From an optimization exercise on the open Yosys and OpenROAD flow, aimed at small area, a short achievable clock period and few clock cycles per item; shortcuts taken in it are not production practice. Where RTL was checked, it was by simulation tests only, not by an equivalence proof against the original. Power figures rest on the tool's default switching activity, not on a simulated workload.

## nonpreemptive_priority_scheduler_unit
module nonpreemptive_priority_scheduler_unit (
  input  logic              clk,
  input  logic              rst,
  input  logic              jobs_valid,
  output logic              jobs_ready,
  input  logic              jobs_op,
  input  logic [IdW-1:0]    jobs_job_id,
  input  logic [BurstW-1:0] jobs_burst_ms,
  input  logic [PrioW-1:0]  jobs_prio_level,
  output logic              results_valid,
  input  logic              results_ready,
  output logic [KindW-1:0]  results_kind,
  output logic [IdW-1:0]    results_out_id,
  output logic [BurstW-1:0] results_out_burst,
  output logic [PrioW-1:0]  results_out_prio,
  output logic [TimeW-1:0]  results_turnaround,
  output logic [TimeW-1:0]  results_waiting,
  output logic [SumW-1:0]   results_sum_turnaround,
  output logic [SumW-1:0]   results_sum_waiting,
  output logic [DoneW-1:0]  results_jobs_done,
  output logic              results_last
);
  localparam int QD = 16;
  localparam int TD = 3;    
  function automatic logic [1:0] cmp_join(input logic [1:0] hi, input logic [1:0] lo);
    cmp_join = {hi[1] | (hi[0] & lo[1]), hi[0] & lo[0]};
  endfunction
  ...
For scale: roughly 180 I/O pins, ~49000 µm² of cells after synthesis.
export LEC_CHECK = 0
export CAP_MARGIN = 20
export CORE_MARGIN = 2
export CORE_UTILIZATION = 50
export PLACE_DENSITY = 0.65
export SETUP_SLACK_MARGIN = 2.5
export SLEW_MARGIN = 20
create_clock -name core_clock -period 5.0 [get_ports {clk}]
standard.sh (not shown) runs the stock make flow with config.mk's settings and CLKGATE_MAP_FILE= SYNTH_SCRIPT=/design/flow/synth_recipe.tcl, a recipe that flattens the netlist after the stock synthesis.
==> flow/flow/run.sh <==
#!/bin/bash
# The standard layout (standard.sh), with two changes passed to ORFS through its
# own variables: the port buffers use a plain buffer cell, and clock tree
# synthesis inserts no dummy loads. Everything else is the standard flow.
set -euo pipefail
export BUFFER_PORTS_ARGS="-buffer_cell sky130_fd_sc_hd__buf_4"
export CTS_ARGS="-sink_clustering_enable -repair_clock_nets -dont_use_dummy_load -buf_list sky130_fd_sc_hd__clkbuf_16 -sink_clustering_size 30 -sink_clustering_max_diameter 60"
bash standard.sh > standard_flow.log 2>&1
The baseline went through all stages and came out clean.
Edit:
--- a/flow/config.mk
+++ b/flow/config.mk
@@ -6,8 +6,9 @@
 export NUM_CORES = 4
 export LEC_CHECK = 0
+export ABC_AREA = 1
 export CAP_MARGIN = 20
 export CORE_MARGIN = 2
-export CORE_UTILIZATION = 50
-export PLACE_DENSITY = 0.65
-export SETUP_SLACK_MARGIN = 2.5
+export CORE_UTILIZATION = 40
+export PLACE_DENSITY = 0.6
+export SETUP_SLACK_MARGIN = 2.3
 export SLEW_MARGIN = 20
After rerunning: Total power rose slightly. Count of clock-buffer cells in the layout rose by 13. Sequential power is about the same. Via count rose by a few percent. Fmax rose by a few percent. Global-route usage fell by 5.6 points. Worst setup slack improves by 130 ps. Final area fell slightly. Routed wire length fell slightly. Combinational power fell by a little under a tenth.
No functional check of the RTL was part of any run of this note.

* * *

Setup of run A:
nonpreemptive_priority_scheduler_unit, a different RTL version from the one above (not shown whole).
Size in the first run: about 3400 cells after synthesis, roughly 180 I/O pins.
Settings: LEC_CHECK=0, CAP_MARGIN=20, CORE_MARGIN=2, CORE_UTILIZATION=40, CTS_BUF_LIST=sky130_fd_sc_hd__clkbuf_16, CTS_CLUSTER_DIAMETER=60, CTS_CLUSTER_SIZE=30, PLACE_DENSITY=0.6, SETUP_SLACK_MARGIN=2.3, SLEW_MARGIN=20; clock period 5.0 ns.
run.sh (not shown) runs the stock make flow with config.mk's settings and CLKGATE_MAP_FILE= SYNTH_SCRIPT=/design/flow/synth_recipe.tcl, a recipe that flattens the netlist after the stock synthesis.
Stock flow here: none of the scripts above is used.
Both conditions hold for run A: the flow ran to the end and the final layout passed the timing, DRC and antenna checks.
Testbench counts of run A, summed over its fixed seeds: cycles 14,636, items 8,000.
> inputs changed (run A -> run B)
Settings: CTS_CLUSTER_DIAMETER no longer set, was 60; PLACE_DENSITY now 0.65, was 0.6; CTS_CLUSTER_SIZE no longer set, was 30; CTS_BUF_LIST no longer set, was sky130_fd_sc_hd__clkbuf_16; CORE_UTILIZATION now 50, was 40.
==> flow/flow/run.sh (new file) <==
#!/bin/bash
# The standard layout (standard.sh), with two changes passed to ORFS through its
# own variables: the port buffers use a plain buffer cell, and clock tree
# synthesis inserts no dummy loads. Everything else is the standard flow.
set -euo pipefail
export BUFFER_PORTS_ARGS="-buffer_cell sky130_fd_sc_hd__buf_4"
export CTS_ARGS="-sink_clustering_enable -repair_clock_nets -dont_use_dummy_load -buf_list sky130_fd_sc_hd__clkbuf_16 -sink_clustering_size 30 -sink_clustering_max_diameter 60"
bash standard.sh > standard_flow.log 2>&1
==> flow/standard.sh (new file) <==
#!/bin/bash
# synth_recipe.tcl (not shown) runs the flow's synth.tcl, then flattens the netlist and writes it again
# the make line also repeats each setting of config.mk as NAME=value (left out here)
make -C /OpenROAD-flow-scripts/flow DESIGN_CONFIG=/design/flow/config.mk WORK_HOME=/design/flow/orfs CLKGATE_MAP_FILE= SYNTH_SCRIPT=/design/flow/synth_recipe.tcl "${@:-finish}"
removed: flow/run.sh
Results
Run A fits on a die that is larger than the die of run B. Run B was carried through to the last stage, and its layout satisfied the timing, DRC and antenna checks. Utilization ends up higher on run B. The run showing the smaller initial core utilization is run A. The growth of design area from synthesis to finish in run B sits 7.1 points below the value recorded for run A. Run B reports a higher global-route track usage on met2 than run A does. The share of cell area taken by flip-flops and latches of run B is higher than that of run A. In run B, count of plain and timing-repair buffers is lower than in run A. Of run B and run A, it is run B that has the lower post-placement cell count.

[port drivers added, routing unchanged]
No port has a modelled driver above. Below, the same layouts with a new extraction and two added sets of constraints.
Step 1: set_driving_cell puts a clkbuf_16 on clk and a buf_2 on each other input, an assumption about the parent block.
Step 2 times the ports against the registers' clock, not the clock port: input delays grow and output delays shrink by t, the midpoint of the rising clock arrivals with the driver on.
a / b / c = no drivers / after step 1 / after step 2; a / b = the first two.
| run | shift t [ns] | setup slack, ns | slew at the worst register clock pin (ns) |
|---|---|---|---|
| the first run of note 1 | 0.720 | 2.034 / 2.034 / 1.798 | 0.10 / 0.10 |
| the second run of note 1 | 0.744 | 2.160 / 2.160 / 1.651 | 0.09 / 0.09 |
| run A | 0.774 | 2.067 / 2.067 / 1.635 | 0.10 / 0.10 |
| run B | 0.748 | 2.141 / 2.141 / 1.619 | 0.09 / 0.09 |
After both steps setup and hold are still met in every run listed. For run B, which loses most, drivers alone change the setup slack by 0.000 ns; drivers and shift together by -0.522 ns.
